Background: an optimization exercise with open tools, aiming at small area, a short achievable clock period and few clock cycles per item. Do not read the settings as production practice.
Only simulation tests tie the RTL to the original design; equivalence was not proved.
No activity file was given, so power comes from the tool's default toggle rates.

==> flow/design.v <==
`default_nettype none
module sprite_fa (
  input  wire  x,
  input  wire  y,
  input  wire  z,
  output logic s,
  output logic c
);
  assign s = x ^ y ^ z;
  assign c = (x & y) | (x & z) | (y & z);
endmodule
module sprite_ha (
  input  wire  x,
  input  wire  y,
  output logic s,
  output logic c
);
  assign s = x ^ y;
  assign c = x & y;
endmodule
`default_nettype wire
`default_nettype none
module sprite_line_engine #(
  parameter int SPRITE_COUNT = 128
) (
  input  wire         clk,
  input  wire         rst_n,
  input  wire         line_start,
  input  wire  [7:0]  line_y,
  output logic        line_busy,
  output logic        param_en,
  output logic [7:0]  param_addr,
  input  wire  [31:0] param_data,
  output logic        tile_en,
  output logic [15:0] tile_addr,
  input  wire  [7:0]  tile_data,
  output logic        pal_en,
  output logic [9:0]  pal_addr,
  input  wire  [31:0] pal_data,
  output logic        line_bank,
  output logic        line_re,
  output logic [8:0]  line_raddr,
  input  wire  [31:0] line_rdata,
  output logic        line_we,
  output logic [8:0]  line_waddr,
  output logic [31:0] line_wdata
);
  logic        start_ok;
  logic [7:0]  cur_y;
  logic        rd_w0;
  logic        rd_w1;
  logic        paused;
  logic        w0q_v;
  logic        w0q_cov;
  logic        w0q_held;
  logic [6:0]  w0q_idx;
  logic [8:0]  oy_full;
  logic        cov_in;
  logic        covers;
  logic        dec_go;
  logic        dec_block;
  logic        scan_done;
  logic        slot_empty;
  logic        w0_cap;
  logic        filling;
  logic        q_full;
  logic        q_conf;
  logic [1:0]  q_size;
  logic [8:0]  q_x;
  logic [5:0]  q_oy;
  logic [3:0]  q_tile_bank;
  logic [5:0]  q_tile_idx;
  logic        q_pal_mode;
  logic [1:0]  q_pal_bank;
  logic [3:0]  q_pal_no;
  logic        q_pop;
  logic [8:0]  gap;
  logic [5:0]  rem;
  logic [8:0]  cur_x;
  logic [1:0]  cur_size;
  logic [8:0]  cur_last;
  logic [5:0]  tile_base;
  logic        v1, v3, v4, v5;
  logic        f0, f1, f2, f3, f4, f5;
  logic [6:0]  p1;
  logic        pipe_busy;
  logic [31:0] src;
  logic [31:0] dst;
  logic [15:0] cs_s [3];
  logic [15:0] cs_c [3];
  logic        cs_k [3];
  logic [7:0]  alpha_q;
  assign start_ok = line_start && !line_busy;
  always_ff @(posedge clk) begin
    if (!rst_n) begin
      line_busy <= 1'b0;
    end else if (start_ok) begin
      line_busy <= 1'b1;
    end else if (scan_done && slot_empty && !pipe_busy) begin
      line_busy <= 1'b0;
    end
  end
  assign oy_full = {1'b0, cur_y} - {1'b0, param_data[7:0]};
  always_comb begin
    case (param_data[25:24])
      2'd0:    cov_in = (oy_full[8:3] == 6'd0);
      2'd1:    cov_in = (oy_full[8:4] == 5'd0);
      2'd2:    cov_in = (oy_full[8:5] == 4'd0);
      default: cov_in = (oy_full[8:6] == 3'd0);
    endcase
    cov_in = cov_in && param_data[31];
  end
  assign covers = w0q_cov && w0q_v;
  assign w0q_idx   = param_addr[7:1] - 7'd2;
  assign dec_go    = covers && w0q_held;
  assign dec_block = covers && !w0q_held;
  assign scan_done = !(param_en || rd_w0 || rd_w1 || w0q_v || paused);
  always_ff @(posedge clk) begin
    if (!rst_n) begin
      param_en   <= 1'b0;
      param_addr <= 8'd0;
      rd_w0      <= 1'b0;
      rd_w1      <= 1'b0;
      w0q_v      <= 1'b0;
      paused     <= 1'b0;
    end else begin
      rd_w1 <= param_en && param_addr[0];
      if (start_ok) begin
        param_en   <= 1'b1;
        param_addr <= 8'd0;
      end else if (dec_go) begin
        param_en   <= 1'b1;
        param_addr <= {w0q_idx, 1'b1};
        rd_w0      <= 1'b0;
        w0q_v      <= 1'b0;
      end else if (dec_block) begin
        param_en   <= 1'b0;
        param_addr <= {w0q_idx, 1'b0};
        paused     <= 1'b1;
        rd_w0      <= 1'b0;
        w0q_v      <= 1'b0;
      end else if (paused) begin
        if (slot_empty) begin
          param_en <= 1'b1;
          paused   <= 1'b0;
        end
      end else begin
        rd_w0      <= param_en && !param_addr[0];
        w0q_v      <= rd_w0;
        param_addr <= param_addr + (param_addr[0] ? 8'd1 : 8'd2);
        if (param_en && param_addr[7:1] == 7'd127) begin
          param_en <= 1'b0;
        end
      end
    end
  end
  assign w0_cap = slot_empty && !dec_go;
  always_ff @(posedge clk) begin
    if (start_ok) begin
      cur_y <= line_y;
    end
    w0q_cov  <= cov_in;
    w0q_held <= w0_cap;
  end
  assign slot_empty = !(filling || q_full);
  assign gap = cur_last - q_x;
  always_ff @(posedge clk) begin
    if (!rst_n) begin
      filling <= 1'b0;
      q_full  <= 1'b0;
    end else begin
      if (dec_go) begin
        filling <= 1'b1;
      end else if (rd_w1) begin
        filling <= 1'b0;
      end
      if (rd_w1) begin
        q_full <= 1'b1;
      end else if (q_pop) begin
        q_full <= 1'b0;
      end
    end
  end
  always_ff @(posedge clk) begin
    if (w0_cap) begin
      q_size <= param_data[25:24];
      q_x    <= param_data[16:8];
      q_oy   <= oy_full[5:0];
    end
    if (dec_go) begin
      q_conf <= (gap[8:2] == 7'd0);
    end
    if (rd_w1) begin
      q_tile_bank <= param_data[31:28];
      q_tile_idx  <= param_data[21:16];
      q_pal_mode  <= param_data[6];
      q_pal_bank  <= param_data[5:4];
      q_pal_no    <= param_data[3:0];
    end
  end
  assign line_bank = cur_y[0];
  assign line_re   = pal_en;
  assign pipe_busy = tile_en || v1 || pal_en || v3 || v4 || v5;
  assign q_pop = (rem == 6'd0) && q_full && !(q_conf && (tile_en || v1 || pal_en || v3));
  assign cur_last = cur_x + {1'b0, 8'((8'd8 << cur_size) - 8'd1)};
  assign tile_base = q_tile_idx + 6'(q_oy[5:3] << q_size);
  always_ff @(posedge clk) begin
    if (!rst_n) begin
      rem     <= '0;
      tile_en <= 1'b0;
      v1      <= 1'b0;
      pal_en  <= 1'b0;
      v3      <= 1'b0;
      v4      <= 1'b0;
      v5      <= 1'b0;
      line_we <= 1'b0;
    end else begin
      if (rem != 6'd0) begin
        rem     <= rem - 6'd1;
        tile_en <= 1'b1;
      end else if (q_pop) begin
        rem     <= 6'((8'd8 << q_size) - 8'd1);
        tile_en <= 1'b1;
      end else begin
        tile_en <= 1'b0;
      end
      v1      <= tile_en;
      pal_en  <= v1;
      v3      <= pal_en;
      v4      <= v3;
      v5      <= v4;
      line_we <= v5;
    end
  end
  always_ff @(posedge clk) begin
    if (rem == 6'd0 && q_pop) begin
      tile_addr <= {q_tile_bank, tile_base, q_oy[2:0], 3'd0};
      cur_x     <= q_x;
      cur_size  <= q_size;
    end else begin
      tile_addr[2:0]  <= tile_addr[2:0] + 3'd1;
      tile_addr[11:6] <= tile_addr[11:6] + 6'(tile_addr[2:0] == 3'd7);
    end
    f0 <= (rem == 6'd0) && q_pop;
    f1 <= f0;
    f2 <= f1;
    f3 <= f2;
    f4 <= f3;
    f5 <= f4;
    if (f0) begin
      p1 <= {q_pal_mode, q_pal_bank, q_pal_no};
    end
    pal_addr   <= {p1[5:4], p1[6] ? {p1[3:0], tile_data[3:0]} : tile_data};
    line_raddr <= f1 ? cur_x : line_raddr + 9'd1;
    line_waddr <= f5 ? cur_x : line_waddr + 9'd1;
    src <= pal_data;
    dst <= line_rdata;
  end
  logic [7:0] a;
  logic       a_zero;
  logic       a_full;
  logic       a_edge;
  assign a      = src[31:24];
  assign a_edge = a_zero || a_full;
  always_ff @(posedge clk) begin
    a_zero <= (pal_data[31:24] == 8'h00);
    a_full <= (pal_data[31:24] == 8'hff);
  end
  for (genvar c = 0; c < 3; c++) begin : g_ch
    logic [7:0] m0, m1, m2, m3, m4, m5, m6, m7;
    logic w1, w2, w3, w4, w5, w6, w7, w8, w9, w10, w11, w12, w13, w14, w15, w16, w17, w18, w19, w20, w21, w22, w23, w24, w25, w26, w27, w28, w29, w30, w31, w32, w33, w34, w35, w36, w37, w38, w39, w40, w41, w42, w43, w44, w45, w46, w47, w48, w49, w50, w51, w52, w53, w54, w55, w56, w57, w58, w59, w60, w61, w62, w63, w64, w65, w66, w67, w68, w69, w70, w71, w72, w73, w74, w75, w76, w77, w78, w79, w80, w81, w82, w83, w84;
    assign m0 = a[0] ? src[8*c +: 8] : dst[8*c +: 8];
    assign m1 = a[1] ? src[8*c +: 8] : dst[8*c +: 8];
    assign m2 = a[2] ? src[8*c +: 8] : dst[8*c +: 8];
    assign m3 = a[3] ? src[8*c +: 8] : dst[8*c +: 8];
    assign m4 = a[4] ? src[8*c +: 8] : dst[8*c +: 8];
    assign m5 = a[5] ? src[8*c +: 8] : dst[8*c +: 8];
    assign m6 = a[6] ? src[8*c +: 8] : dst[8*c +: 8];
    assign m7 = a[7] ? src[8*c +: 8] : dst[8*c +: 8];
    if (1) begin : g_tree
      sprite_ha u_w1 (.x(m1[5]), .y(m2[4]), .s(w1), .c(w2));
      sprite_fa u_w3 (.x(m1[6]), .y(m2[5]), .z(m3[4]), .s(w3), .c(w4));
      sprite_ha u_w5 (.x(m4[3]), .y(m5[2]), .s(w5), .c(w6));
      sprite_fa u_w7 (.x(m1[7]), .y(m2[6]), .z(m3[5]), .s(w7), .c(w8));
      sprite_fa u_w9 (.x(m4[4]), .y(m5[3]), .z(m6[2]), .s(w9), .c(w10));
      sprite_fa u_w11 (.x(m2[7]), .y(m3[6]), .z(m4[5]), .s(w11), .c(w12));
      sprite_ha u_w13 (.x(m1[3]), .y(m2[2]), .s(w13), .c(w14));
      sprite_fa u_w15 (.x(m1[4]), .y(m2[3]), .z(m3[2]), .s(w15), .c(w16));
      sprite_ha u_w17 (.x(m4[1]), .y(m5[0]), .s(w17), .c(w18));
      sprite_fa u_w19 (.x(m3[3]), .y(m4[2]), .z(m5[1]), .s(w19), .c(w20));
      sprite_fa u_w21 (.x(m6[0]), .y((a_edge ? m0[5] : m0[6])), .z(w1), .s(w21), .c(w22));
      sprite_fa u_w23 (.x(m6[1]), .y(m7[0]), .z(w2), .s(w23), .c(w24));
      sprite_fa u_w25 (.x((a_edge ? m0[6] : m0[7])), .y(w5), .z(w3), .s(w25), .c(w26));
      sprite_fa u_w27 (.x(m7[1]), .y(w6), .z((a_edge && m0[7])), .s(w27), .c(w28));
      sprite_fa u_w29 (.x(w4), .y(w7), .z(w9), .s(w29), .c(w30));
      sprite_fa u_w31 (.x(m5[4]), .y(m6[3]), .z(m7[2]), .s(w31), .c(w32));
      sprite_fa u_w33 (.x(w10), .y(w8), .z(w11), .s(w33), .c(w34));
      sprite_fa u_w35 (.x(m3[7]), .y(m4[6]), .z(m5[5]), .s(w35), .c(w36));
      sprite_fa u_w37 (.x(m6[4]), .y(m7[3]), .z(w12), .s(w37), .c(w38));
      sprite_fa u_w39 (.x(m4[7]), .y(m5[6]), .z(m6[5]), .s(w39), .c(w40));
      sprite_ha u_w41 (.x(m1[2]), .y(m2[1]), .s(w41), .c(w42));
      sprite_fa u_w43 (.x(m3[1]), .y(m4[0]), .z((a_edge ? m0[3] : m0[4])), .s(w43), .c(w44));
      sprite_fa u_w45 (.x(w14), .y((a_edge ? m0[4] : m0[5])), .z(w17), .s(w45), .c(w46));
      sprite_fa u_w47 (.x(w18), .y(w16), .z(w19), .s(w47), .c(w48));
      sprite_fa u_w49 (.x(w20), .y(w22), .z(w23), .s(w49), .c(w50));
      sprite_fa u_w51 (.x(w24), .y(w27), .z(w26), .s(w51), .c(w52));
      sprite_fa u_w53 (.x(w31), .y(w28), .z(w30), .s(w53), .c(w54));
      sprite_fa u_w55 (.x(w32), .y(w35), .z(w34), .s(w55), .c(w56));
      sprite_fa u_w57 (.x(m7[4]), .y(w36), .z(w39), .s(w57), .c(w58));
      sprite_fa u_w59 (.x(m5[7]), .y(m6[6]), .z(m7[5]), .s(w59), .c(w60));
      sprite_ha u_w61 (.x(m1[1]), .y(m2[0]), .s(w61), .c(w62));
      sprite_fa u_w63 (.x(m3[0]), .y((a_edge ? m0[2] : m0[3])), .z(w41), .s(w63), .c(w64));
      sprite_fa u_w65 (.x(w42), .y(w13), .z(w43), .s(w65), .c(w66));
      sprite_fa u_w67 (.x(w15), .y(w44), .z(w45), .s(w67), .c(w68));
      sprite_fa u_w69 (.x(w46), .y(w21), .z(w47), .s(w69), .c(w70));
      sprite_fa u_w71 (.x(w48), .y(w25), .z(w49), .s(w71), .c(w72));
      sprite_fa u_w73 (.x(w29), .y(w50), .z(w51), .s(w73), .c(w74));
      sprite_fa u_w75 (.x(w33), .y(w52), .z(w53), .s(w75), .c(w76));
      sprite_fa u_w77 (.x(w37), .y(w54), .z(w55), .s(w77), .c(w78));
      sprite_fa u_w79 (.x(w38), .y(w57), .z(w56), .s(w79), .c(w80));
      sprite_fa u_w81 (.x(w40), .y(w59), .z(w58), .s(w81), .c(w82));
      sprite_fa u_w83 (.x(m6[7]), .y(m7[6]), .z(w60), .s(w83), .c(w84));
    end
    logic [6:0] lo;
    assign lo = {1'b0, w66, w64, w62, w61, m1[0], (!a_edge && m0[0])} + {1'b0, w67, w65, w63, (a_edge ? m0[1] : m0[2]), (a_edge ? m0[0] : m0[1]), 1'b0};
    always_ff @(posedge clk) begin
      cs_k[c] <= lo[6];
      cs_s[c] <= {1'b0, w84, w82, w80, w78, w76, w74, w72, w70, w68, 1'b0, 1'b0, 1'b0, 1'b0, 1'b0, 1'b0};
      cs_c[c] <= {1'b0, m7[7], w83, w81, w79, w77, w75, w73, w71, w69, 1'b0, 1'b0, 1'b0, 1'b0, 1'b0, 1'b0};
    end
  end
  always_ff @(posedge clk) begin
    if (a_full) begin
      alpha_q <= 8'hff;
    end else if (a_zero) begin
      alpha_q <= dst[31:24];
    end else begin
      alpha_q <= 8'(({1'b0, dst[31:24]} + {1'b0, a}) >> 1);
    end
  end
  always_ff @(posedge clk) begin
    for (int c = 0; c < 3; c++) begin
      logic [15:0] sum;
      sum = cs_s[c] + cs_c[c] + {9'd0, cs_k[c], 6'd0};
      line_wdata[8*c +: 8] <= sum[15:8];
    end
    line_wdata[31:24] <= alpha_q;
  end
endmodule
`default_nettype wire
==> flow/flow/run.sh <==
#!/bin/bash
# Standard layout, with repair_timing asked for extra setup margin and the port buffers
# made with a plain buffer; each tool's output goes to flow_standard.log here.
set -euo pipefail
export SETUP_SLACK_MARGIN=7.0
export BUFFER_PORTS_ARGS="-buffer_cell sky130_fd_sc_hd__buf_1"
bash standard.sh > flow_standard.log 2>&1
==> flow/standard.sh <==
#!/bin/bash
# synth_recipe.tcl (not shown) runs the flow's synth.tcl, then flattens the netlist and writes it again
# the make line also repeats each setting of config.mk as NAME=value (left out here)
make -C /OpenROAD-flow-scripts/flow DESIGN_CONFIG=/design/flow/config.mk WORK_HOME=/design/flow/orfs CLKGATE_MAP_FILE= SYNTH_SCRIPT=/design/flow/synth_recipe.tcl "${@:-finish}"
==> flow/config.mk <==
export PLATFORM = sky130hd
export DESIGN_NAME = sprite_line_engine
export DESIGN_NICKNAME = sprite_line_engine
export VERILOG_FILES = /design/flow/design.v
export SDC_FILE = /design/flow/constraint.sdc
export NUM_CORES = 4
export LEC_CHECK = 0
export CAP_MARGIN = 20
export CORE_MARGIN = 2
export CORE_UTILIZATION = 60
export CTS_CLUSTER_DIAMETER = 100
export CTS_CLUSTER_SIZE = 20
export PLACE_DENSITY = 0.7
export SLEW_MARGIN = 20
export SYNTH_HIERARCHICAL = 1
export SYNTH_MINIMUM_KEEP_SIZE = 0
==> flow/constraint.sdc <==
create_clock -name core_clock -period 10.0 [get_ports {clk}]
set_input_delay 2.0000 -clock core_clock [delete_from_list [all_inputs] [get_ports {clk}]]
set_output_delay 2.0000 -clock core_clock [all_outputs]
set_load 0.01 [all_outputs]
==> out/results.env, run 1 <==
SETUP_WS_NS=6.85
ROUTE.DETAILED.WL_PER_INST_UM=18.6
MAX_SLEW_HEADROOM_AT_THE_WORST_PIN_PCT=37.2
DRT-VIAS-PER-INSTANCE=5.61
POST_SYNTH_AND_OR_NAND_NOR_AREA_FRACTION_PCT=6.42
HOLD_PATH.CLASS='reg2reg'
FINAL_MAX_SLEW_VIOLS=0
STATUS='timing/DRC/antenna clean'
PATH_CLK_SLEW_NS=0.08
SYNTH.YOSYS.SEQ_AREA_SHARE_PCT=42.3
POWERDENSITY_nW_PER_UM2=222
FP.DIEAREA_UM2=28100
TYPE_OF_THE_SETUP_PATH_WITH_THE_LEAST_SLACK='in2reg'
BIGGEST_AREA_CONSUMER_AMONG_SYNTHESIZED_CELLS='sky130_fd_sc_hd__dfxtp_1'
ASYNC_RESET_FF_SHARE_PCT=0
POST_SYNTH_INSTANCE_AREA_UM2=16100
CORE_UM2=26100
GRT_START_MAX_NET_PINS=30
CRITICAL_PATH.CELL_CHAIN='buf_8 > ha_4 > inv_2 > fa_2 > a21o_1 > buf_4 > o41ai_1 > nor4_2 > o2111a_1'
BUFFERS_INVERTERS_ON_CRITICAL_PATH=3
FP.DIEH_UM=168
SLOWEST_DELAY_NS=0.38
CTS-ROOT-BUF='sky130_fd_sc_hd__clkbuf_16'
DIE_WIDTH_UM=168
CLKLATENCYLATEPIN_NS=0.52
NETLIST-CELL-TYPE-COUNT=65
FINISH_STAGE_SETUP_VIOLS=0
PRE_CTS_SLACK_NS=6.17
DR.PASS1.ITERS=5
OVERALL_GLOBAL_ROUTING_RESOURCE_USAGE_PCT=24.9
SYNTH_MOST_COMMON_CELL='sky130_fd_sc_hd__dfxtp_1'
FINAL_LAYOUT_SIZE_SUFFIX_GT1_SHARE_PCT=31.2
WORST_PATH_MAX_DELAY_CELL='sky130_fd_sc_hd__fa_2'
ANTENNA_FOUND_INITIAL=1
MAX-CLOCK-PATH-BUFFERS=3
SYNTH-COMPOUND-AREA-SHARE_PCT=6.46
CTS.SINK_COUNT=305
FIN_WORST_SKEW_NS=0.0211
CTSHOLDBUFFERS=0
GR-TOTAL-OVERFLOW=0
ROWS=59
DRT_ITER0_DRC=622
GRT_PASS1_VIAS=10800
CTS_TREE='done'
SYNTH-ADDER-AREA-SHARE_PCT=23.9
FINALWIRELENGTH_MM=34.6
CP-START-KIND='input pin'
IO_PINS=206
NETLIST_INSTANCES=1264
FINAL_NET_COUNT=1869
DETAIL_ROUTE.DRC_VIOLATIONS=0
SYNTH-EDFF-COUNT=68
CTS-HTREE-LEVELS=1
START_UTIL_PCT=61.4
POSTROUTEANTENNANETS=0
FINAL-HOLD-VIOLATION-COUNT=0
SYNTH_AREA_IN_XOR_XNOR_PCT=3.11
VIA_COUNT=10400
CRIT_END_ELEMENT='flop'
SYNTHESIZED_AREA_PER_CELL_UM2=12.7
TIMING.MAX_CAP.VIOLATIONS=0
MOST_INSTANTIATED_CELLS_AFTER_SYNTHESIS='sky130_fd_sc_hd__dfxtp_1 (237), sky130_fd_sc_hd__mux2_2 (173), sky130_fd_sc_hd__ha_1 (120), sky130_fd_sc_hd__fa_1 (117), sky130_fd_sc_hd__edfxtp_1 (68)'
PLACE.DETAILED.HPWL_MM=23.8
LAYOUT_AREA_OVERHEAD_PCT=17.5
WORSTPATHARRIVAL_NS=3.57
YS.FLOP_TYPE='sky130_fd_sc_hd__dfxtp_1'
SYNTH_TOP_FAMILY_BY_AREA='adder cells'
CRITICAL_PATH_REQUIRED_NS=10.42
SYNTH_TOP_CELLS_BY_AREA='sky130_fd_sc_hd__dfxtp_1 (30%), sky130_fd_sc_hd__fa_1 (15%), sky130_fd_sc_hd__edfxtp_1 (13%)'
FF2FF_SETUP_SLACK_NS=7.06
GRT_SETUP_UNREPAIRED='true'
TOTAL_CTS_BUFFERS=19
YS_FF_LATCH=305
CRIT_FAMILY='compound AO/OA/AOI/OAI gates'
LEAKAGEPOWER_uW=0.00773
TIMING.FINAL.CRIT_PERIOD_NS=3.15
FIN_TOTAL_PWR_uW=4180
POST-SYNTH-TOP-AREA-FRACTION_PCT=29.6
SYNTH.NET_COUNT=1616
GRT_FIRST_PASS_WIRELENGTH_MM=56.0
QUANTITY_OF_I_O_BUFFERS_INSERTED_ON_PORTS=201
TIGHTEST_SLEW_NS=0.941
FILLER_CELL_COUNT=1876
WORST-PATH-MAX-FANOUT=2
SYNTHESIS.YOSYS.WARNINGS=10
POST_SYNTHESIS_MUX_AREA_SHARE_PCT=15.3
FINALWEIGHTEDCONGESTION=0.832
VDD_DROP_MAX_mV=0.230
FINAL_MIN_PERIOD_OVER_CLOCK_PERIOD_PCT=31.5
TIMING.FMAX_GHz=0.317
TOTALNEGATIVESETUPSLACK_NS=0
per-module statistics from Yosys, one instance, submodules excluded:
| module | cell area, µm² | cells |
|---|---|---|
| sprite_ha | 12.5 | 1 |
| sprite_line_engine | 13700 | 1138 |
| sprite_fa | 20.0 | 1 |
report_power, final:
part	total (µW)	internal (µW)	switching, µW
sequential	1680	1550	131
combinational	1740	897	846
clock	755	354	400
layout make-up:
class                   instances  area [µm²]  share of cell area, %
inverters                      56         215                   1.14
repair buffers                273        1770                   9.40
clock buffers                  25         498                   2.64
multi-input cells             862        9030                   47.9
flip-flops and latches        305        6890                   36.5
clock inverters                 3        26.3                  0.139
well taps                     335         419                   2.22
diodes                          1        2.50                 0.0133
routing by layer:
layer,global-route usage [%],up-vias,part of all wire [%]
met5,0,-,0
met4,5.86,0,2.2
met3,3.85,46,4.9
met2,42.0,252,48
met1,34.1,5143,45
li1,-,4988,-
worst register-to-register path, cell delays in order, from the launching register on:
cell and delay, ns:
sky130_fd_sc_hd__dfxtp_2 0.38, sky130_fd_sc_hd__buf_12 0.17, sky130_fd_sc_hd__mux2_2 0.38, sky130_fd_sc_hd__fa_2 0.51, sky130_fd_sc_hd__fa_2 0.41, sky130_fd_sc_hd__fa_2 0.56, sky130_fd_sc_hd__fa_1 0.41
flip-flops by register name, summed over array words and instances, names as in the netlist, 3 cells and up:
name and flops:
cs_c 27, rem 6, line_waddr 9, q_tile_bank 4, q_x 9, cur_y 8, dst 32, tile_addr 16
alpha_q 8, q_pal_no 4, cur_x 9, src 32, cs_k 3, p1 7, line_wdata 32, param_addr 8
pal_addr 10, q_tile_idx 6, cs_s 27, q_oy 6, line_raddr 9
logic make-up after synthesis:
group	count (synthesis)
flops	305
compound gates	158
mux	202
fa+ha+maj	237
buf+inv	97
xor+xnor	57
simple gates	208
cells in the final DEF, fill, tap and decap left out, types with 43 or more instances in the layout:
| master | count |
|---|---|
| sky130_fd_sc_hd__nand2_1 | 56 |
| sky130_fd_sc_hd__mux2_2 | 173 |
| sky130_fd_sc_hd__buf_1 | 115 |
| sky130_fd_sc_hd__edfxtp_1 | 68 |
| sky130_fd_sc_hd__fa_1 | 106 |
| sky130_fd_sc_hd__inv_1 | 52 |
| sky130_fd_sc_hd__buf_4 | 62 |
| sky130_fd_sc_hd__dfxtp_1 | 181 |
| sky130_fd_sc_hd__dfxtp_2 | 43 |
| sky130_fd_sc_hd__ha_1 | 115 |
| sky130_fd_sc_hd__nor2_1 | 46 |
through the flow:
| stage | instance area [µm²] | std cells | utilization (%) | hold slack (ns) |
|---|---|---|---|---|
| after CTS | 18500 | 1838 | 71.0 | 0.331 |
| final | 18900 | 1860 | 72.2 | 0.332 |
| after global routing | 18900 | 1860 | 72.2 | 0.336 |
| after detailed placement | 17200 | 1768 | 65.9 | 0.312 |
| after global placement | 17200 | 1768 | 65.9 | 0.312 |
| after floorplan | 16200 | 1264 | - | 0.310 |
what timing repair did:
item,CTS,global route
resized for setup,168,56
pin swaps,9,6
endpoints found under the setup margin,106,73
buffers inserted,38,20
cloned,4,1
path summary, 6_finish.rpt:
| path | from | endpoint | cells past startpoint |
|---|---|---|---|
| setup reg to reg | src[25] | cs_c[0][9] | 6 |
| setup / recovery | param_data[0] | w0q_cov | 9 |
| hold / removal | alpha_q[5] | line_wdata[29] | 0 |
| hold reg to reg | alpha_q[5] | line_wdata[29] | 0 |
Testbench counts, summed over its fixed seeds: cycles 572,034, lines 768.
==> run 2: changes to the inputs <==
==> flow/flow/run.sh (replaced) <==
#!/bin/bash
# Standard layout, with repair_timing asked for extra setup margin and the port buffers
# made with a plain buffer; each tool's output goes to flow_standard.log here.
set -euo pipefail
export SETUP_SLACK_MARGIN=6.6
export BUFFER_PORTS_ARGS="-buffer_cell sky130_fd_sc_hd__buf_1"
bash standard.sh > flow_standard.log 2>&1
==> out/results.env, run 2 <==
POWERDENSITY_nW_PER_UM2=223  # +0.59%
YS_FF_LATCH=305  # unchanged
VIA_COUNT=9943  # -4.7%
P_INT_uW=2640  # -5.9%
POST_SYNTHESIS_MUX_AREA_SHARE_PCT=15.3  # unchanged
SYNTH_TOP_FAMILY_BY_AREA='adder cells'
CTS_TREE='done'
FINAL_LAYOUT_SIZE_SUFFIX_GT1_SHARE_PCT=17.2  # -14 points
START_UTIL_PCT=61.4  # unchanged
LEAKAGEPOWER_uW=0.00701  # -9.3%
WORSTREG2REGSTART='src[27]'
DRT_ITER0_DRC=519  # -17%
TIMING.FINAL.CRIT_PERIOD_NS=3.28  # +0.128 ns
SWITCHING_SHARE_PCT=33.3  # +0.35 points
POST-SYNTH-TOP-AREA-FRACTION_PCT=29.6  # unchanged
FIN_WORST_SKEW_NS=0.0184  # -0.00263 ns
PLACE.DETAILED.HPWL_MM=22.5  # -5.4%
TIMING.HOLD.WORST.START='f4'
ROWS=59  # unchanged
SYNTH_MOST_COMMON_CELL='sky130_fd_sc_hd__dfxtp_1'
SYNTH_TOP_CELLS_BY_AREA='sky130_fd_sc_hd__dfxtp_1 (30%), sky130_fd_sc_hd__fa_1 (15%), sky130_fd_sc_hd__edfxtp_1 (13%)'
CTS-ROOT-BUF='sky130_fd_sc_hd__clkbuf_16'
R2R_CELLS=6  # unchanged
FINALWEIGHTEDCONGESTION=0.811  # -2.6%
GRT_PASS1_VIAS=10300  # -4.6%
LAYOUT.CELLS.MOST_COMMON='sky130_fd_sc_hd__dfxtp_1'
FILLER_CELL_COUNT=2022  # +7.8%
VDD_DROP_MAX_mV=0.208  # -9.6%
SEQ_POWER_SHARE_PCT=42.4  # +2.1 points
PATH_CLK_SLEW_NS=0.09  # about the same
GRT_SETUP_UNREPAIRED='false'
TYPE_OF_THE_SETUP_PATH_WITH_THE_LEAST_SLACK='in2reg'
TIGHTEST_SLEW_NS=1.04  # +0.0988 ns
IO_PINS=206  # unchanged
POST_SYNTH_INSTANCE_AREA_UM2=16100  # unchanged
SYNTH_AREA_IN_XOR_XNOR_PCT=3.11  # unchanged
ANTENNA_FOUND_INITIAL=0  # -1
MOST_INSTANTIATED_CELLS_AFTER_SYNTHESIS='sky130_fd_sc_hd__dfxtp_1 (237), sky130_fd_sc_hd__mux2_2 (173), sky130_fd_sc_hd__ha_1 (120), sky130_fd_sc_hd__fa_1 (117), sky130_fd_sc_hd__edfxtp_1 (68)'
CLKPWRFRAC_PCT=18.9  # +0.9 points
ROUTE.DETAILED.WL_PER_INST_UM=17.3  # -7.1%
SYNTH-EDFF-COUNT=68  # unchanged
CORE_OCCUPANCY_IN_THE_FINISHED_LAYOUT_PCT=67.9  # -4.3 points
QUANTITY_OF_I_O_BUFFERS_INSERTED_ON_PORTS=201  # unchanged
TIMING.MAX_CAP.VIOLATIONS=0  # unchanged
POWER.SHARE.COMBINATIONAL_PCT=38.7  # -3.0 points
GRT_START_MAX_NET_PINS=30  # unchanged
MAX-CLOCK-PATH-BUFFERS=3  # unchanged
FINISH_STAGE_SETUP_VIOLS=0  # unchanged
STATUS='timing/DRC/antenna clean'
TOTAL_CTS_BUFFERS=19  # unchanged
POSTROUTEANTENNANETS=0  # unchanged
CRITICAL_PATH_REQUIRED_NS=10.46  # +0.04 ns
WORST-PATH-MAX-FANOUT=3  # +1
HOLD_PATH.CLASS='reg2reg'
SYNTH-ADDER-AREA-SHARE_PCT=23.9  # unchanged
FINAL_MIN_PERIOD_OVER_CLOCK_PERIOD_PCT=32.8  # +1.3 points
FINAL-HOLD-VIOLATION-COUNT=0  # unchanged
SYNTHESIZED_AREA_PER_CELL_UM2=12.7  # unchanged
MOST-COMMON-LAYOUT-CELLS='sky130_fd_sc_hd__dfxtp_1 (235), sky130_fd_sc_hd__buf_1 (200), sky130_fd_sc_hd__mux2_2 (173)'
GRT_FIRST_PASS_WIRELENGTH_MM=51.9  # -7.2%
CLKLATENCYLATEPIN_NS=0.51  # about the same
WORSTPATHARRIVAL_NS=3.74  # +0.17 ns
TOTAL_SWITCHING_POWER_uW=1320  # -4.4%
CTS-HTREE-LEVELS=1  # unchanged
CRIT_END_ELEMENT='flop'
SYNTHESIS.YOSYS.WARNINGS=10  # unchanged
LAYOUT_AREA_OVERHEAD_PCT=10.5
DIE_WIDTH_UM=168  # unchanged
DRT-VIAS-PER-INSTANCE=5.53  # -1.4%
YS.FLOP_TYPE='sky130_fd_sc_hd__dfxtp_1'
FINALWIRELENGTH_MM=31.1  # -10%
MIN_DELAY_PATH_DEPTH=0  # unchanged
FINAL_NET_COUNT=1807  # -3.3%
SYNTH.YOSYS.SEQ_AREA_SHARE_PCT=42.3  # unchanged
GR-TOTAL-OVERFLOW=0  # unchanged
CORE_UM2=26100  # unchanged
SYNTH.NET_COUNT=1616  # unchanged
FP.DIEH_UM=168  # unchanged
NETLIST-CELL-TYPE-COUNT=65  # unchanged
TOTALNEGATIVESETUPSLACK_NS=0  # unchanged
OVERALL_GLOBAL_ROUTING_RESOURCE_USAGE_PCT=22.6  # -2.2 points
REG.LARGEST.LIST='dst (32), line_wdata (32), src (32)'
CTS.SINK_COUNT=305  # unchanged
CP-START-KIND='input pin'
NETLIST_INSTANCES=1264  # unchanged
MAX_SLEW_HEADROOM_AT_THE_WORST_PIN_PCT=30.6  # -6.6 points
SYNTH-COMPOUND-AREA-SHARE_PCT=6.46  # unchanged
DR.PASS1.ITERS=4  # -1
FINAL_MAX_SLEW_VIOLS=0  # unchanged
BIGGEST_AREA_CONSUMER_AMONG_SYNTHESIZED_CELLS='sky130_fd_sc_hd__dfxtp_1'
ASYNC_RESET_FF_SHARE_PCT=0  # unchanged
FP.DIEAREA_UM2=28100  # unchanged
DETAIL_ROUTE.DRC_VIOLATIONS=0  # unchanged
CRIT_START='param_data[0]'
POST_SYNTH_AND_OR_NAND_NOR_AREA_FRACTION_PCT=6.42  # unchanged
TIMING.FMAX_GHz=0.305  # -3.9%
run 2: per-stage QoR:
step / setup WS, ns / cell area, µm² / std cells / total power [µW] / hold WS (ns)
final: 6.72 / 17700 / 1799 / 3960 / 0.330
after global routing: 6.62 / 17700 / 1797 / 4300 / 0.342
after CTS: 6.61 / 17700 / 1796 / 4010 / 0.331
after detailed placement: 6.14 / 17200 / 1768 / 3250 / 0.312
after global placement: 6.14 / 17200 / 1768 / 3210 / 0.311
after floorplan: 6.50 / 16100 / 1264 / 2860 / 0.310
run 2: critical path, stage by stage:
cell and delay, ns:
sky130_fd_sc_hd__clkbuf_2 0.12, sky130_fd_sc_hd__ha_4 0.14, sky130_fd_sc_hd__inv_2 0.04, sky130_fd_sc_hd__fa_2 0.36, sky130_fd_sc_hd__a21o_1 0.21, sky130_fd_sc_hd__a21oi_2 0.19, sky130_fd_sc_hd__nor2_2 0.07, sky130_fd_sc_hd__mux2i_1 0.12
sky130_fd_sc_hd__nor4_1 0.27, sky130_fd_sc_hd__o2111a_1 0.23
run 2: what timing repair did:
| item | CTS | global route |
|---|---|---|
| hold buffers | 0 | 0 |
| endpoints found under the setup margin | 0 | 4 |
| buffers inserted | 0 | 1 |
| resized for setup | 0 | 3 |
run 2: cell type report:
| class | instances | area [µm²] | share of cell area, % |
|---|---|---|---|
| inverters | 56 | 215 | 1.21 |
| multi-input cells | 862 | 8950 | 50.5 |
| clock inverters | 2 | 21.3 | 0.120 |
| repair buffers | 211 | 831 | 4.69 |
| clock buffers | 26 | 502 | 2.83 |
| well taps | 335 | 419 | 2.36 |
| diodes | 2 | 5.00 | 0.0282 |
| flip-flops and latches | 305 | 6790 | 38.3 |
run 2: cell families (layout without fill, tap and decap cells):
family,count (synthesis),in the layout
xor gates and xnor gates,57,57
AOI/OAI and AO/OA,158,158
buffers and inverters,97,295
adders and majority gates,237,237
and+or+nand+nor,208,208
DFF,305,305
other,0,2
muxes,202,202
run 2: path summary, 6_finish.rpt:
kind	endpoint	slack, ns
worst min-delay path	f5	0.33
worst max-delay path	w0q_cov	6.72
worst min register to register	f5	0.33
worst max register to register	cs_c[0][9]	6.77
run 2: power by group through the flow:
stage,logic (µW),registers (µW),clock network [µW]
after floorplan,1130,1730,0
after global placement,1510,1700,0
after detailed placement,1540,1710,0
after CTS,1560,1680,773
after global routing,1780,1710,811
final,1530,1680,749
run 2: modules after synthesis (local to each module, per instance):
module | copies in the design | flops+latches | cells | cell area [µm²]
sprite_fa | 108 | 0 | 1 | 20.0
sprite_ha | 18 | 0 | 1 | 12.5
sprite_line_engine | 1 | 305 | 1138 | 13700
run 2: per-layer routing:
layer | GRT usage [%] | share of wire [%]
met5 | 0 | 0
met3 | 2.77 | 4.4
met4 | 5.10 | 1.9
met1 | 33.0 | 48
met2 | 36.7 | 46
==> run 3: changes to the inputs <==
==> flow/flow/run.sh (replaced) <==
#!/bin/bash
# Standard layout, with repair_timing asked for extra setup margin and the port buffers
# made with a plain buffer; each tool's output goes to flow_standard.log here.
set -euo pipefail
export SETUP_SLACK_MARGIN=6.8
export BUFFER_PORTS_ARGS="-buffer_cell sky130_fd_sc_hd__buf_1"
bash standard.sh > flow_standard.log 2>&1
==> out/results.env, run 3 <==
STATUS='timing/DRC/antenna clean'
FIN_WORST_SKEW_NS=0.0148  # -0.00363 ns
POSTROUTEANTENNANETS=0  # unchanged
SYNTH_TOP_CELLS_BY_AREA='sky130_fd_sc_hd__dfxtp_1 (30%), sky130_fd_sc_hd__fa_1 (15%), sky130_fd_sc_hd__edfxtp_1 (13%)'
FINALHOLDWORSTSLACK_NS=0.322  # -0.00744 ns
TIGHTEST_SLEW_NS=1.01  # -0.0251 ns
FINALWEIGHTEDCONGESTION=0.818  # +0.90%
FP.DIEH_UM=168  # unchanged
ANTENNA_FOUND_INITIAL=1  # +1
SYNTH.NET_COUNT=1616  # unchanged
ROWS=59  # unchanged
PLACE.DETAILED.HPWL_MM=22.9  # +1.8%
QUANTITY_OF_I_O_BUFFERS_INSERTED_ON_PORTS=201  # unchanged
TOTALNEGATIVESETUPSLACK_NS=0  # unchanged
SYNTHESIS.YOSYS.WARNINGS=10  # unchanged
GR-TOTAL-OVERFLOW=0  # unchanged
NETLIST_INSTANCES=1264  # unchanged
SYNTH_MOST_COMMON_CELL='sky130_fd_sc_hd__dfxtp_1'
MULTI_INPUT_COMB_AREA_UM2=8980  # +0.38%
CORE_UM2=26100  # unchanged
POST-SYNTH-TOP-AREA-FRACTION_PCT=29.6  # unchanged
CTS-HTREE-LEVELS=1  # unchanged
WORST-PATH-MAX-FANOUT=6  # +3
FINAL_NET_COUNT=1813  # +0.33%
FP.DIEAREA_UM2=28100  # unchanged
DIE_WIDTH_UM=168  # unchanged
LAYOUT_AREA_OVERHEAD_PCT=11.5
MIN_DELAY_PATH_DEPTH=0  # unchanged
FINISH_STAGE_SETUP_VIOLS=0  # unchanged
MAX_SLEW_HEADROOM_AT_THE_WORST_PIN_PCT=32.3  # +1.7 points
FINAL_MIN_PERIOD_OVER_CLOCK_PERIOD_PCT=32.1  # -0.68 points
YS_FF_LATCH=305  # unchanged
OVERALL_GLOBAL_ROUTING_RESOURCE_USAGE_PCT=23.0  # +0.33 points
TYPE_OF_THE_SETUP_PATH_WITH_THE_LEAST_SLACK='in2reg'
SYNTH.YOSYS.SEQ_AREA_SHARE_PCT=42.3  # unchanged
TIMING.MAX_CAP.VIOLATIONS=0  # unchanged
HOLD_PATH.CLASS='reg2reg'
WORSTREG2REGSTART='src[25]'
POST_SYNTH_INSTANCE_AREA_UM2=16100  # unchanged
ASYNC_RESET_FF_SHARE_PCT=0  # unchanged
CTS.SINK_COUNT=305  # unchanged
IO_PINS=206  # unchanged
MOST_INSTANTIATED_CELLS_AFTER_SYNTHESIS='sky130_fd_sc_hd__dfxtp_1 (237), sky130_fd_sc_hd__mux2_2 (173), sky130_fd_sc_hd__ha_1 (120), sky130_fd_sc_hd__fa_1 (117), sky130_fd_sc_hd__edfxtp_1 (68)'
DRT_ITER0_DRC=535  # +3.1%
CTSHOLDBUFFERS=0  # unchanged
CRIT_END_ELEMENT='flop'
R2R_CELLS=6  # unchanged
CLKLATENCYLATEPIN_NS=0.51  # about the same
YS.FLOP_TYPE='sky130_fd_sc_hd__dfxtp_1'
CRITICAL_PATH.CELL_CHAIN='buf_1 > inv_1 > ha_1 > a211oi_1 > o221a_2 > o21ai_0 > nor4_2 > o2111a_1'
START_UTIL_PCT=61.4  # unchanged
NETLIST-CELL-TYPE-COUNT=65  # unchanged
R2R_END='cs_c[1][9]'
FILLER_CELL_COUNT=1990  # -1.6%
LAYOUT.CELLS.MOST_COMMON='sky130_fd_sc_hd__dfxtp_1'
TOTAL_CTS_BUFFERS=19  # unchanged
CTS_TREE='done'
POWERDENSITY_nW_PER_UM2=224  # +0.19%
TIMING.FINAL.CRIT_PERIOD_NS=3.21  # -0.0684 ns
MAX-CLOCK-PATH-BUFFERS=3  # unchanged
GRT_PASS1_VIAS=10400  # +0.32%
TIMING.FMAX_GHz=0.311  # +2.1%
FINAL_MAX_SLEW_VIOLS=0  # unchanged
FINAL-SEQ-AREA_UM2=6800  # +0.13%
SYNTHESIZED_AREA_PER_CELL_UM2=12.7  # unchanged
DETAIL_ROUTE.DRC_VIOLATIONS=0  # unchanged
CTS-ROOT-BUF='sky130_fd_sc_hd__clkbuf_16'
FF2FF_SETUP_SLACK_NS=6.89  # +0.12 ns
BIGGEST_AREA_CONSUMER_AMONG_SYNTHESIZED_CELLS='sky130_fd_sc_hd__dfxtp_1'
DRT-VIAS-PER-INSTANCE=5.59  # +1.2%
GRT_START_MAX_NET_PINS=30  # unchanged
WORST_PATH_MAX_DELAY_CELL='sky130_fd_sc_hd__ha_1'
MOST-COMMON-LAYOUT-CELLS='sky130_fd_sc_hd__dfxtp_1 (232), sky130_fd_sc_hd__buf_1 (199), sky130_fd_sc_hd__mux2_2 (173)'
LEAKAGEPOWER_uW=0.00707  # +0.87%
CRITICAL_PATH_REQUIRED_NS=10.45  # about the same
CP-START-KIND='input pin'
GRT_SETUP_UNREPAIRED='true'
GRT_FIRST_PASS_WIRELENGTH_MM=52.3  # +0.77%
FIN_TOTAL_PWR_uW=4000  # +1.1%
FINAL_LAYOUT_SIZE_SUFFIX_GT1_SHARE_PCT=18.3  # +1.1 points
ROUTE.DETAILED.WL_PER_INST_UM=17.6  # +1.6%
SYNTH-EDFF-COUNT=68  # unchanged
CORE_OCCUPANCY_IN_THE_FINISHED_LAYOUT_PCT=68.5  # +0.63 points
PATH_CLK_SLEW_NS=0.09  # about the same
HOLD_PATH_END='f4'
TIMING.HOLD.WORST.START='f3'
VDD_DROP_MAX_mV=0.163  # -21%
FINALWIRELENGTH_MM=31.7  # +1.9%
FINAL-HOLD-VIOLATION-COUNT=0  # unchanged
REG.LARGEST.LIST='dst (32), line_wdata (32), src (32)'
WORSTPATHARRIVAL_NS=3.67  # -0.07 ns
VIA_COUNT=10100  # +1.5%
SLOWEST_DELAY_NS=0.39  # +0.03 ns
DR.PASS1.ITERS=5  # +1
-- run 3: cell counts after synthesis --
Identical to the previous run, type by type.
-- run 3: repair_timing --
action | 4_1_cts | 5_1_grt
hold endpoints to repair | 0 | 0
gates resized for setup | 12 | 10
setup endpoints to repair | 22 | 13
setup buffers | 4 | 3
pin swaps | 7 | 2
-- run 3: layer usage --
layer	track usage (%)	vias up	wire [µm]
li1	-	4876	-
met3	2.98	37	1290
met4	5.60	0	752
met2	37.3	231	14600
met1	33.2	4944	15000
met5	0	-	0
-- run 3: area by class of cell --
cell class	instances	area share [%]
multi-input cells	862	50.2
flip-flops and latches	305	38.0
repair buffers	217	5.20
clock buffers	26	2.80
well taps	335	2.34
inverters	56	1.20
clock inverters	2	0.259
diodes	1	0.0140
-- run 3: worst max path at each step --
stage                              from       to  slack, ns
after floorplan           param_data[0]  w0q_cov       6.50
after global placement    param_data[0]  w0q_cov       6.13
after detailed placement  param_data[0]  w0q_cov       6.10
after CTS                 param_data[0]  w0q_cov       6.77
after global routing      param_data[5]  w0q_cov       6.67
final                     param_data[5]  w0q_cov       6.79
-- run 3: cell families (layout without fill, tap and decap cells) --
logic type	after synthesis	after routing	synth area share [%]
adder cells (fa/ha/maj)	237	237	23.9
other	0	1	0
multiplexers	202	202	15.3
XOR/XNOR	57	57	3.11
AO/OA/AOI/OAI	158	158	6.46
buffers and inverters	97	301	2.44
flip-flops	305	305	42.3
AND/OR/NAND/NOR	208	208	6.42
-- run 3: modules after synthesis (local to each module, per instance) --
module	flip-flops and latches	cells inside	area (µm²)
sprite_line_engine	305	1138	13700
sprite_fa	0	1	20.0
sprite_ha	0	1	12.5
-- run 3: where the power goes --
group	leakage, µW	switching, µW	internal [µW]	total, µW
sequential	0.00263	141	1540	1680
combinational	0.00417	790	757	1550
clock	0.000263	396	379	776
-- run 3: metrics by stage --
step	setup WS, ns	instances	cell area [µm²]
after floorplan	6.50	1264	16200
after global placement	6.13	1768	17200
after detailed placement	6.10	1768	17200
after CTS	6.77	1800	17800
after global routing	6.67	1804	17900
final	6.79	1804	17900
-- run 3: critical path, delay by kind of cell --
family                   cells  cell delay [ns]
AO/OA/AOI/OAI                4             0.85
adder cells (fa/ha/maj)      1             0.39
buffers and inverters        2             0.12
AND/OR/NAND/NOR              1             0.29
==> run 4: changes to the inputs <==
--- a/flow/design.v
+++ b/flow/design.v
@@ -51,11 +51,12 @@
   logic        rd_w1;
   logic        paused;
   logic        w0q_v;
-  logic        w0q_cov;
+  logic        w0q_en;
+  logic [1:0]  w0q_size;
+  logic [3:0]  w0q_oyz;
   logic        w0q_held;
   logic [6:0]  w0q_idx;
   logic [8:0]  oy_full;
-  logic        cov_in;
   logic        covers;
   logic        dec_go;
   logic        dec_block;
@@ -102,15 +103,14 @@
   end
   assign oy_full = {1'b0, cur_y} - {1'b0, param_data[7:0]};
   always_comb begin
-    case (param_data[25:24])
-      2'd0:    cov_in = (oy_full[8:3] == 6'd0);
-      2'd1:    cov_in = (oy_full[8:4] == 5'd0);
-      2'd2:    cov_in = (oy_full[8:5] == 4'd0);
-      default: cov_in = (oy_full[8:6] == 3'd0);
+    case (w0q_size)
+      2'd0:    covers = (w0q_oyz == 4'b1000);
+      2'd1:    covers = (w0q_oyz[3:1] == 3'b100);
+      2'd2:    covers = (w0q_oyz[3:2] == 2'b10);
+      default: covers = w0q_oyz[3];
     endcase
-    cov_in = cov_in && param_data[31];
+    covers = covers && w0q_en && w0q_v;
   end
-  assign covers = w0q_cov && w0q_v;
   assign w0q_idx   = param_addr[7:1] - 7'd2;
   assign dec_go    = covers && w0q_held;
   assign dec_block = covers && !w0q_held;
@@ -159,7 +159,9 @@
     if (start_ok) begin
       cur_y <= line_y;
     end
-    w0q_cov  <= cov_in;
+    w0q_en   <= param_data[31];
+    w0q_size <= param_data[25:24];
+    w0q_oyz  <= {(oy_full[8:6] == 3'd0), oy_full[5:3]};
     w0q_held <= w0_cap;
   end
   assign slot_empty = !(filling || q_full);
==> out/results.env, run 4 <==
SYNTH.NET_COUNT=1623  # +0.43%
MAX-CLOCK-PATH-BUFFERS=3  # unchanged
TYPE_OF_THE_SETUP_PATH_WITH_THE_LEAST_SLACK='reg2out'
WORST_PATH_MAX_DELAY_CELL='sky130_fd_sc_hd__dfxtp_1'
SYNTH_TOP_CELLS_BY_AREA='sky130_fd_sc_hd__dfxtp_1 (30%), sky130_fd_sc_hd__fa_1 (15%), sky130_fd_sc_hd__edfxtp_1 (13%)'
SLOWEST_DELAY_NS=0.44  # +0.05 ns
GR-TOTAL-OVERFLOW=0  # unchanged
CLKLATENCYLATEPIN_NS=0.51  # about the same
STATUS='timing/DRC/antenna clean'
FINAL_LAYOUT_SIZE_SUFFIX_GT1_SHARE_PCT=17.2  # -1.1 points
SYNTH_MOST_COMMON_CELL='sky130_fd_sc_hd__dfxtp_1'
POST_SYNTH_INSTANCE_AREA_UM2=16100  # +0.55%
SYNTH-COMPOUND-AREA-SHARE_PCT=5.81  # -0.66 points
SYNTH-ADDER-AREA-SHARE_PCT=23.8  # -0.13 points
LAYOUT.CELLS.MOST_COMMON='sky130_fd_sc_hd__dfxtp_1'
POST_SYNTH_AND_OR_NAND_NOR_AREA_FRACTION_PCT=6.60  # +0.17 points
R2R_CELLS=6  # unchanged
OVERALL_GLOBAL_ROUTING_RESOURCE_USAGE_PCT=23.2  # +0.23 points
ANTENNA_FOUND_INITIAL=2  # +1
POWER.SHARE.COMBINATIONAL_PCT=37.8  # -0.9 points
BIGGEST_AREA_CONSUMER_AMONG_SYNTHESIZED_CELLS='sky130_fd_sc_hd__dfxtp_1'
WORST-PATH-MAX-FANOUT=6  # unchanged
VIA_COUNT=10100  # +0.38%
START_UTIL_PCT=60.6  # -0.86 points
TIMING.MAX_CAP.VIOLATIONS=0  # unchanged
POWERDENSITY_nW_PER_UM2=221  # -1.2%
YS.FLOP_TYPE='sky130_fd_sc_hd__dfxtp_1'
REG.LARGEST.LIST='dst (32), line_wdata (32), src (32)'
FP.DIEH_UM=168  # +0.27%
QUANTITY_OF_I_O_BUFFERS_INSERTED_ON_PORTS=201  # unchanged
DRT-VIAS-PER-INSTANCE=5.58  # -0.18%
MIN_DELAY_PATH_DEPTH=0  # unchanged
SYNTH_AREA_IN_XOR_XNOR_PCT=3.26  # +0.15 points
VDD_DROP_MAX_mV=0.185  # +13%
CLKPWRFRAC_PCT=19.2  # -0.2 points
FILLER_CELL_COUNT=2033  # +2.2%
MOST-COMMON-LAYOUT-CELLS='sky130_fd_sc_hd__dfxtp_1 (237), sky130_fd_sc_hd__buf_1 (200), sky130_fd_sc_hd__mux2_2 (174)'
CTS_TREE='done'
POST_SYNTHESIS_MUX_AREA_SHARE_PCT=15.5  # +0.17 points
DRT_ITER0_DRC=593  # +11%
WORSTREG2REGSTART='src[25]'
TIMING.FINAL.CRIT_PERIOD_NS=3.14  # -0.0760 ns
CORE_UM2=26700  # +2.0%
MAX_SLEW_HEADROOM_AT_THE_WORST_PIN_PCT=36.9  # +4.6 points
TOTAL_SWITCHING_POWER_uW=1310  # -1.3%
TIMING.HOLD.WORST.START='alpha_q[3]'
CP_NUM_CELLS=1  # -7
LEAKAGEPOWER_uW=0.00708  # about the same
FIN_WORST_SKEW_NS=0.0115  # -0.00336 ns
ROWS=60  # +1.7%
DETAIL_ROUTE.DRC_VIOLATIONS=0  # unchanged
P_INT_uW=2640  # -1.2%
ROUTE.DETAILED.WL_PER_INST_UM=17.5  # -0.52%
IO_PINS=206  # unchanged
SYNTHESIZED_AREA_PER_CELL_UM2=12.7  # about the same
TOTALNEGATIVESETUPSLACK_NS=0  # unchanged
SEQ_POWER_SHARE_PCT=43.0  # +1.0 points
TOTAL_CTS_BUFFERS=19  # unchanged
TIMING.FMAX_GHz=0.319  # +2.4%
YS_FF_LATCH=311  # +2.0%
FINAL_MIN_PERIOD_OVER_CLOCK_PERIOD_PCT=31.4  # -0.76 points
CRITICAL_PATH.CELL_CHAIN='buf_1'
DIE_WIDTH_UM=168  # +0.27%
SYNTHESIS.YOSYS.WARNINGS=10  # unchanged
CTS.SINK_COUNT=311  # +2.0%
CTS-ROOT-BUF='sky130_fd_sc_hd__clkbuf_16'
PATH_CLK_SLEW_NS=0.08  # about the same
POST-SYNTH-TOP-AREA-FRACTION_PCT=30.1  # +0.58 points
CTS-HTREE-LEVELS=1  # unchanged
CRIT_START='param_addr[0]'
FINALHOLDWORSTSLACK_NS=0.328  # +0.00545 ns
ASYNC_RESET_FF_SHARE_PCT=0  # unchanged
DR.PASS1.ITERS=5  # unchanged
SETUP_WS_NS=6.86  # +0.0760 ns
GRT_FIRST_PASS_WIRELENGTH_MM=52.7  # +0.78%
NETLIST-CELL-TYPE-COUNT=58  # -11%
FP.DIEAREA_UM2=28200  # +0.54%
SYNTH-EDFF-COUNT=68  # unchanged
PRE_CTS_SLACK_NS=6.34  # +0.232 ns
GRT_PASS1_VIAS=10300  # -0.16%
SYNTH.YOSYS.SEQ_AREA_SHARE_PCT=42.8  # +0.51 points
NETLIST_INSTANCES=1271  # +0.55%
FINALWEIGHTEDCONGESTION=0.818  # unchanged
LAYOUT_AREA_OVERHEAD_PCT=10.8
FINAL_MAX_SLEW_VIOLS=0  # unchanged
HOLD_PATH.CLASS='reg2reg'
TIGHTEST_SLEW_NS=0.946  # -0.0689 ns
SYNTH_TOP_FAMILY_BY_AREA='adder cells'
FINAL_NET_COUNT=1817  # +0.22%
CRIT_END_ELEMENT='primary output'
CP-START-KIND='flop'
GRT_SETUP_UNREPAIRED='false'
FINAL-HOLD-VIOLATION-COUNT=0  # unchanged
WORSTPATHARRIVAL_NS=1.14  # -2.53 ns
MOST_INSTANTIATED_CELLS_AFTER_SYNTHESIS='sky130_fd_sc_hd__dfxtp_1 (243), sky130_fd_sc_hd__mux2_2 (174), sky130_fd_sc_hd__ha_1 (120), sky130_fd_sc_hd__fa_1 (117), sky130_fd_sc_hd__edfxtp_1 (68)'
FINISH_STAGE_SETUP_VIOLS=0  # unchanged
CRITICAL_PATH_REQUIRED_NS=8.00  # -2.45 ns
GRT_START_MAX_NET_PINS=29  # -3.3%
SWITCHING_SHARE_PCT=33.2  # about the same
POSTROUTEANTENNANETS=0  # unchanged
FINALWIRELENGTH_MM=31.7  # about the same
PLACE.DETAILED.HPWL_MM=23.2  # +1.0%
CRIT_FAMILY='flip-flops'
BUFFERS_INVERTERS_ON_CRITICAL_PATH=1  # -1
-- run 4: changes by cell type in the layout (fill, tap and decap cells not counted), moves of 5 or more --
cell and delta:
sky130_fd_sc_hd__dfxtp_1 +5, sky130_fd_sc_hd__nor3_1 -9, sky130_fd_sc_hd__a21o_1 -6, sky130_fd_sc_hd__a21oi_1 +10
-- run 4: what timing repair did --
action / in CTS / in global routing
resized for setup: 3 / 15
pin swaps: 1 / 5
setup buffers: 1 / 2
endpoints found under the setup margin: 6 / 17
hold buffers: 0 / 0
hold endpoints to repair: 0 / 0
-- run 4: stage by stage --
step	utilization, %	total power [µW]	instance area, µm²	cells
6_report	67.1	3950	17900	1814
5_1_grt	67.1	4300	17900	1813
4_1_cts	66.8	4000	17800	1811
3_5_place_dp	64.8	3230	17300	1782
3_3_place_gp	64.8	3190	17300	1782
2_1_floorplan	-	2850	16200	1271
-- run 4: worst paths after layout --
kind                          to  slack, ns
setup / recovery   param_addr[0]       6.86
hold reg to reg   line_wdata[27]       0.33
hold / removal    line_wdata[27]       0.33
setup reg to reg      cs_c[1][9]       6.93
-- run 4: power groups by stage --
stage / Sequential, µW / Clock [µW] / Combinational [µW]
2_1_floorplan: 1740 / 0 / 1110
6_report: 1700 / 758 / 1500
3_3_place_gp: 1720 / 0 / 1470
3_5_place_dp: 1730 / 0 / 1500
5_1_grt: 1730 / 830 / 1740
4_1_cts: 1700 / 787 / 1520
-- run 4: logic make-up (layout without fill, tap and decap cells) --
kind of cell | Yosys count | in the layout
xor gates and xnor gates | 60 | 60
other | 0 | 1
and+or+nand+nor | 213 | 213
muxes | 206 | 206
AOI/OAI and AO/OA | 152 | 152
DFF | 311 | 311
adders and majority gates | 237 | 237
buffers and inverters | 92 | 293
-- run 4: per-layer routing --
metal | share of wire [%] | global-route usage, % | wire length, µm | vias to the layer above
met2 | 47 | 38.3 | 14800 | 222
met1 | 46 | 32.4 | 14700 | 4989
met5 | 0.041 | 0 | 13 | -
li1 | - | - | - | 4878
met4 | 1.8 | 5.14 | 556 | 2
met3 | 5.2 | 4.07 | 1660 | 35
-- run 4: cell type report --
class | instances | area, µm² | share of cell area [%]
multi-input cells | 868 | 8950 | 50.0
clock inverters | 2 | 17.5 | 0.0979
flip-flops and latches | 311 | 6920 | 38.7
diodes | 1 | 2.50 | 0.0140
well taps | 341 | 427 | 2.39
repair buffers | 214 | 872 | 4.88
clock buffers | 26 | 512 | 2.86
inverters | 51 | 191 | 1.07
-- run 4: modules after synthesis, one instance, submodules excluded --
module              flops+latches  area (µm²)  times used
sprite_line_engine            311       13800           1
sprite_fa                       0        20.0         108
sprite_ha                       0        12.5          18
Testbench counts of run 4, summed over its fixed seeds: cycles 572,034, lines 768.
==> run 5: changes to the inputs <==
--- a/flow/config.mk
+++ b/flow/config.mk
@@ -8,8 +8,8 @@
 export CAP_MARGIN = 20
 export CORE_MARGIN = 2
 export CORE_UTILIZATION = 60
-export CTS_CLUSTER_DIAMETER = 100
-export CTS_CLUSTER_SIZE = 20
+export CTS_CLUSTER_DIAMETER = 150
+export CTS_CLUSTER_SIZE = 30
 export PLACE_DENSITY = 0.7
 export SLEW_MARGIN = 20
 export SYNTH_HIERARCHICAL = 1
==> out/results.env, run 5 <==
STATUS='timing/DRC/antenna clean'
GRT_START_MAX_NET_PINS=32  # +10%
MAX-CLOCK-PATH-BUFFERS=3  # unchanged
CTS-ROOT-BUF='sky130_fd_sc_hd__clkbuf_16'
P_INT_uW=2550  # -3.4%
VIA_COUNT=10100  # -0.45%
SLOWEST_DELAY_NS=0.45  # about the same
LEAKAGEPOWER_uW=0.00701  # -1.0%
FINAL_MIN_PERIOD_OVER_CLOCK_PERIOD_PCT=31.5  # +0.074 points
DR.PASS1.ITERS=5  # unchanged
WORST-PATH-MAX-FANOUT=6  # unchanged
LAYOUT.CELLS.MOST_COMMON='sky130_fd_sc_hd__dfxtp_1'
CRIT_END_ELEMENT='primary output'
CRIT_FAMILY='flip-flops'
YS_FF_LATCH=311  # unchanged
DRT-VIAS-PER-INSTANCE=5.58  # about the same
CP-START-KIND='flop'
WORSTREG2REGSTART='src[25]'
FINALWEIGHTEDCONGESTION=0.818  # unchanged
FINISH_STAGE_SETUP_VIOLS=0  # unchanged
CRIT_START='param_addr[0]'
FIN_WORST_SKEW_NS=0.0217  # +0.0102 ns
WORST_PATH_MAX_DELAY_CELL='sky130_fd_sc_hd__dfxtp_1'
FINAL-HOLD-VIOLATION-COUNT=0  # unchanged
SYNTHESIZED_AREA_PER_CELL_UM2=12.7  # unchanged
START_UTIL_PCT=60.6  # unchanged
OVERALL_GLOBAL_ROUTING_RESOURCE_USAGE_PCT=23.0  # -0.20 points
PATH_CLK_SLEW_NS=0.12  # +0.04 ns
ASYNC_RESET_FF_SHARE_PCT=0  # unchanged
TIMING.FMAX_GHz=0.318  # -0.24%
FINAL_LAYOUT_SIZE_SUFFIX_GT1_SHARE_PCT=16.8  # -0.38 points
NETLIST_INSTANCES=1271  # unchanged
SYNTH_MOST_COMMON_CELL='sky130_fd_sc_hd__dfxtp_1'
NETLIST-CELL-TYPE-COUNT=58  # unchanged
CORE_UM2=26700  # unchanged
POST-PLACE-CELLS=1782  # unchanged
HOLD_PATH.CLASS='reg2reg'
CTS.SINK_COUNT=311  # unchanged
CTSHOLDBUFFERS=0  # unchanged
CRITICAL_PATH_REQUIRED_NS=8.00  # about the same
PLACE.DETAILED.HPWL_MM=23.2  # unchanged
POWERDENSITY_nW_PER_UM2=217  # -1.8%
GRT_PASS1_VIAS=10300  # -0.61%
SYNTH_TOP_CELLS_BY_AREA='sky130_fd_sc_hd__dfxtp_1 (30%), sky130_fd_sc_hd__fa_1 (15%), sky130_fd_sc_hd__edfxtp_1 (13%)'
DRT_ITER0_DRC=571  # -3.7%
WORSTPATHARRIVAL_NS=1.15  # about the same
POST_SYNTH_INSTANCE_AREA_UM2=16100  # unchanged
CLKLATENCYLATEPIN_NS=0.51  # about the same
BUFFERS_INVERTERS_ON_CRITICAL_PATH=1  # unchanged
DIE_WIDTH_UM=168  # unchanged
DETAIL_ROUTE.DRC_VIOLATIONS=0  # unchanged
TIMING.HOLD.WORST.START='alpha_q[0]'
BIGGEST_AREA_CONSUMER_AMONG_SYNTHESIZED_CELLS='sky130_fd_sc_hd__dfxtp_1'
SYNTH-EDFF-COUNT=68  # unchanged
POST-SYNTH-TOP-AREA-FRACTION_PCT=30.1  # unchanged
TOTALNEGATIVESETUPSLACK_NS=0  # unchanged
TYPE_OF_THE_SETUP_PATH_WITH_THE_LEAST_SLACK='reg2out'
GRT_FIRST_PASS_WIRELENGTH_MM=52.4  # -0.56%
SWITCHING_SHARE_PCT=33.7  # +0.57 points
GR-TOTAL-OVERFLOW=0  # unchanged
FP.DIEAREA_UM2=28200  # unchanged
FP.DIEH_UM=168  # unchanged
CTS-HTREE-LEVELS=1  # unchanged
MOST_INSTANTIATED_CELLS_AFTER_SYNTHESIS='sky130_fd_sc_hd__dfxtp_1 (243), sky130_fd_sc_hd__mux2_2 (174), sky130_fd_sc_hd__ha_1 (120), sky130_fd_sc_hd__fa_1 (117), sky130_fd_sc_hd__edfxtp_1 (68)'
CLKPWRFRAC_PCT=17.1  # -2.1 points
QUANTITY_OF_I_O_BUFFERS_INSERTED_ON_PORTS=201  # unchanged
LAYOUT.CELLS.NON_FILLER=1806  # -0.44%
SYNTH.NET_COUNT=1623  # unchanged
CRITICAL_PATH.CELL_CHAIN='buf_1'
FINALWIRELENGTH_MM=31.5  # -0.48%
IO_PINS=206  # unchanged
ROWS=60  # unchanged
TOTAL_CTS_BUFFERS=14  # -5
POSTROUTEANTENNANETS=0  # unchanged
GRT_SETUP_UNREPAIRED='true'
TIMING.MAX_CAP.VIOLATIONS=0  # unchanged
LAYOUT_AREA_OVERHEAD_PCT=9.99
FINAL_MAX_SLEW_VIOLS=0  # unchanged
MAX_SLEW_HEADROOM_AT_THE_WORST_PIN_PCT=36.4  # -0.47 points
ROUTE.DETAILED.WL_PER_INST_UM=17.5  # about the same
SYNTH.YOSYS.SEQ_AREA_SHARE_PCT=42.8  # unchanged
TOTAL_SWITCHING_POWER_uW=1300  # -0.90%
VDD_DROP_MAX_mV=0.155  # -16%
SEQ_POWER_SHARE_PCT=44.1  # +1.1 points
TIMING.FINAL.CRIT_PERIOD_NS=3.15  # +0.00741 ns
REG.LARGEST.LIST='dst (32), line_wdata (32), src (32)'
ANTENNA_FOUND_INITIAL=2  # unchanged
TIGHTEST_SLEW_NS=0.953  # +0.00707 ns
MOST-COMMON-LAYOUT-CELLS='sky130_fd_sc_hd__dfxtp_1 (236), sky130_fd_sc_hd__buf_1 (201), sky130_fd_sc_hd__mux2_2 (174)'
YS.FLOP_TYPE='sky130_fd_sc_hd__dfxtp_1'
FF2FF_SETUP_SLACK_NS=6.93  # about the same
SYNTHESIS.YOSYS.WARNINGS=10  # unchanged
POWER.SHARE.COMBINATIONAL_PCT=38.8  # +1.0 points
CTS_TREE='done'
FINAL_NET_COUNT=1811  # -0.33%
run 5: path summary, 6_finish.rpt:
check	depth (start not counted)	endpoint
max	1	param_addr[0]
min	0	line_wdata[24]
max reg2reg	6	cs_c[1][9]
min reg2reg	0	line_wdata[24]
run 5: per-stage QoR:
| stage | cell area, µm² | hold WS (ns) | total power, µW | worst slack (ns) | util (%) |
|---|---|---|---|---|---|
| 2_1_floorplan | 16200 | 0.310 | 2850 | 6.66 | - |
| 3_3_place_gp | 17300 | 0.310 | 3190 | 6.41 | 64.8 |
| 3_5_place_dp | 17300 | 0.312 | 3230 | 6.34 | 64.8 |
| 4_1_cts | 17700 | 0.330 | 3900 | 6.81 | 66.4 |
| 5_1_grt | 17800 | 0.341 | 4190 | 6.77 | 66.6 |
| 6_report | 17800 | 0.329 | 3850 | 6.85 | 66.6 |
run 5: what timing repair did:
action | CTS | global route
setup endpoints to repair | 7 | 17
pin swaps | 1 | 3
resized for setup | 3 | 14
buffers inserted | 1 | 1
run 5: power groups by stage:
stage          registers [µW]  logic [µW]  clock network (µW)
2_1_floorplan            1740        1110                   0
3_3_place_gp             1720        1470                   0
3_5_place_dp             1730        1500                   0
4_1_cts                  1700        1520                 685
5_1_grt                  1730        1740                 726
6_report                 1700        1490                 658
run 5: cells by family after synthesis:
logic type,Yosys count,share of synthesized area (%)
and+or+nand+nor,213,6.60
muxes,206,15.5
buffers and inverters,92,2.22
adders and majority gates,237,23.8
AOI/OAI and AO/OA,152,5.81
DFF,311,42.8
xor gates and xnor gates,60,3.26
run 5: modules after synthesis, one instance, submodules excluded:
module	area [µm²]	cells
sprite_ha	12.5	1
sprite_line_engine	13800	1145
sprite_fa	20.0	1
run 5: final cells by class:
class                           instances  area, µm²
Tap cell                              341        427
Clock buffer                           19        369
Fill cell                            2056       8900
Sequential cell                       311       6920
Timing Repair Buffer                  213        863
Inverter                               51        191
Clock inverter                          2       36.3
Multi-Input combinational cell        868       8950
Antenna cell                            1       2.50
run 5: routing by layer:
layer	wire (µm)	share of wire (%)	GRT usage, %
met3	1730	5.5	4.09
met5	11	0.035	0
met1	14500	46	32.1
met2	14900	47	38.5
met4	363	1.2	4.08

-- separate check: timing with driven ports --
How much do the figures lean on ideal ports? The routed layouts below were timed once more, with nothing changed but the port constraints.
Step 1 assumes that a clkbuf_16 drives the clock port and a buf_2 every other input.
Step 2 also shifts input and output timing later by t, the mid clock arrival at the registers, as if the neighbouring blocks saw the same clock.
Slacks: ideal / step 1 / step 2; pairs: ideal / step 1.
| run | t (ns) | setup WS [ns] | pins driven straight from the clock port |
|---|---|---|---|
| run 1 | 0.560 | 6.845 / 6.846 / 6.286 | 1 |
| run 2 | 0.552 | 6.717 / 6.743 / 6.191 | 1 |
| run 3 | 0.552 | 6.786 / 6.807 / 6.260 | 1 |
| run 4 | 0.558 | 6.862 / 6.814 / 6.391 | 1 |
| run 5 | 0.550 | 6.854 / 6.806 / 6.374 | 1 |
After both steps every run listed still meets setup and hold. For run 1, which loses most, drivers alone change the setup slack by +0.001 ns; drivers and shift together by -0.559 ns.
